Source: an optimization exercise on an open RTL-to-GDS flow (aim: small area and a short achievable clock period). Production flows keep margins and buffers that such runs may drop.
In this exercise RTL edits were held to simulation tests only and were not proved equivalent to the original.
Power is estimated from default activity; no workload was simulated.

Setup of garnet:
==> flow/design.v (excerpt) <==
module fft_output_reorder #(
  parameter int bit_width = fft_pkg::BIT_WIDTH,
  parameter int N = fft_pkg::N_PTS,
  parameter int SIZE = fft_pkg::SIZE_W
) (
  input  logic                        clk,
  input  logic                        rst_n,
  input  logic                        valid_i,
  input  logic signed [bit_width-1:0] Re_i,
  input  logic signed [bit_width-1:0] Im_i,
  input  logic [SIZE-1:0]             wr_ptr_i,
  output logic signed [bit_width-1:0] Re_o,
  output logic signed [bit_width-1:0] Im_o,
  output logic [SIZE-1:0]             idx_o,
  output logic                        valid_o,
  input  logic                        ready_i,
  output logic                        last_o,
  output logic                        frame_done_o,
  output logic                        overflow_o
);
Size: ~3,200 cells after synthesis, ~1,600 flip-flops, about 110 I/O pins, about 58,000 µm² of cells after synthesis.
make LEC_CHECK=0 ABC_CLOCK_PERIOD_IN_PS=2000 CAP_MARGIN=20 CORE_MARGIN=2 CORE_UTILIZATION=65 CTS_CLUSTER_DIAMETER=80 CTS_CLUSTER_SIZE=30 PLACE_DENSITY=0.75 SETUP_SLACK_MARGIN=1.5 SLEW_MARGIN=20 finish   # period 3.5 ns
run.sh (not shown) runs the stock make flow with config.mk's settings and CLKGATE_MAP_FILE= SYNTH_SCRIPT=/design/flow/synth_recipe.tcl, a recipe that flattens the netlist after the stock synthesis.
garnet never completed; the flow aborted with a tool error in 5_1_grt.
Setup changes, garnet to delta
- removing PLACE_DENSITY (formerly 0.75)
- removing CTS_CLUSTER_DIAMETER (formerly 80)
- removing CTS_CLUSTER_SIZE (formerly 30)
- removing ABC_CLOCK_PERIOD_IN_PS (formerly 2000)
- changing CORE_UTILIZATION from 65 to 40
- removing SETUP_SLACK_MARGIN (formerly 1.5)
Notes after the runs:
delta completed; timing, DRC and antenna clean
Re combined area of all synthesized cells: no difference whatsoever between garnet and delta.
delta vs. garnet: cell count after placement shows an increase of 19%, total number of clock tree sinks saw little to no change, width of the die increased 82 µm, number of instances resized during post-cts repair dropped 1,158.
Inputs modified between delta and onyx:
- CORE_UTILIZATION now 65, was 40
- PLACE_DENSITY now 0.75, previously not set
- SETUP_SLACK_MARGIN now 1.5, previously not set
==> comparison <==
As the logs show, onyx stopped at 5_1_grt after a tool error, so it never reached the end of the flow. Instance count after placement with tap cells included in onyx vs delta: down 830. Of onyx and delta, the run reporting the lower post-placement worst setup slack was delta. Sum of net half-perimeters after detailed placement was higher in the run labelled delta. Looking at post-placement cell area, onyx sits about 2.2% lower than delta does. Starting density of the core ends up lower on delta. Count of buffers inserted at the top-level ports came out exactly the same in onyx and delta. For the post-CTS setup repair buffer count, onyx came in 347 higher than delta did.

Another version of the RTL of fft_output_reorder (not shown whole).
Size: roughly 5100 cells after synthesis, about 1600 flip-flops, ~110 I/O pins.
Settings: LEC_CHECK=0, CAP_MARGIN=20, CORE_MARGIN=2, CORE_UTILIZATION=45, CTS_CLUSTER_DIAMETER=60, CTS_CLUSTER_SIZE=24, HOLD_SLACK_MARGIN=0.1, SETUP_SLACK_MARGIN=1.5, SLEW_MARGIN=20; clock period 3.5 ns.
The starting point never finished: it broke off in 5_1_grt (GRT-0232).
Edit:
- CTS_CLUSTER_SIZE: 24 -> 20
- SETUP_SLACK_MARGIN: 1.5 -> 1.2
Effect: The new run completed with no timing, DRC or antenna violations; synthesized area does not change; synthesized cell count is unchanged.
Edit:
==> flow/flow/run.sh (new file) <==
#!/bin/bash
# The standard layout, with the port buffers made as buf_4 cells rather than the
# default buffer_ports choice. Make's full output goes to standard.log here; the
# ORFS step logs stay under orfs/logs.
set -euo pipefail
export BUFFER_PORTS_ARGS="-buffer_cell sky130_fd_sc_hd__buf_4"
bash standard.sh > standard.log 2>&1
==> flow/standard.sh (new file) <==
#!/bin/bash
# synth_recipe.tcl (not shown) runs the flow's synth.tcl, then flattens the netlist and writes it again
# the make line also repeats each setting of config.mk as NAME=value (left out here)
make -C /OpenROAD-flow-scripts/flow DESIGN_CONFIG=/design/flow/config.mk WORK_HOME=/design/flow/orfs CLKGATE_MAP_FILE= SYNTH_SCRIPT=/design/flow/synth_recipe.tcl "${@:-finish}"
removed: flow/run.sh
The changed run finished clean.
Die area does not change.
Sequential power barely changes.
Flip-flop and latch count stays the same.
Count of clock-buffer cells in the layout falls by 10.
Edit:
- SETUP_SLACK_MARGIN: 1.2 -> 1.4
Outcome: With this change the flow did not get past 5_1_grt; synthesized area stays the same; synthesized cell count does not change.

[port drivers added, routing unchanged]
The flow's constraints put no driver on any port. The routed layouts listed below were extracted and timed again, unchanged, in two steps. Step 1, drivers: a clkbuf_16 drives clk and a buf_2 each remaining input, both assumed. Step 2, shift: input delay + t, output delay - t, t = (earliest + latest rising clock arrival at the registers) / 2. This alone moves slack from input paths to output paths. Slacks: no drivers / after step 1 / after step 2; pairs: no drivers / after step 1.
run	t, ns	setup WS [ns]	slew at the worst register clock pin (ns)	worst data-port slew with drivers (ns)	pins driven straight from the clock port
delta	0.873	0.060 / 0.060 / -0.267	0.06 / 0.06	0.16	1
the second run of note 2	0.826	1.106 / 1.106 / 0.365	0.09 / 0.09	0.16	1
the third run of note 2	0.857	1.060 / 1.060 / 0.709	0.09 / 0.09	0.18	1
With both steps, setup timing fails in delta, where it was met with ideal ports. For the second run of note 2, which loses most, drivers alone change the setup slack by 0.000 ns; drivers and shift together by -0.741 ns.
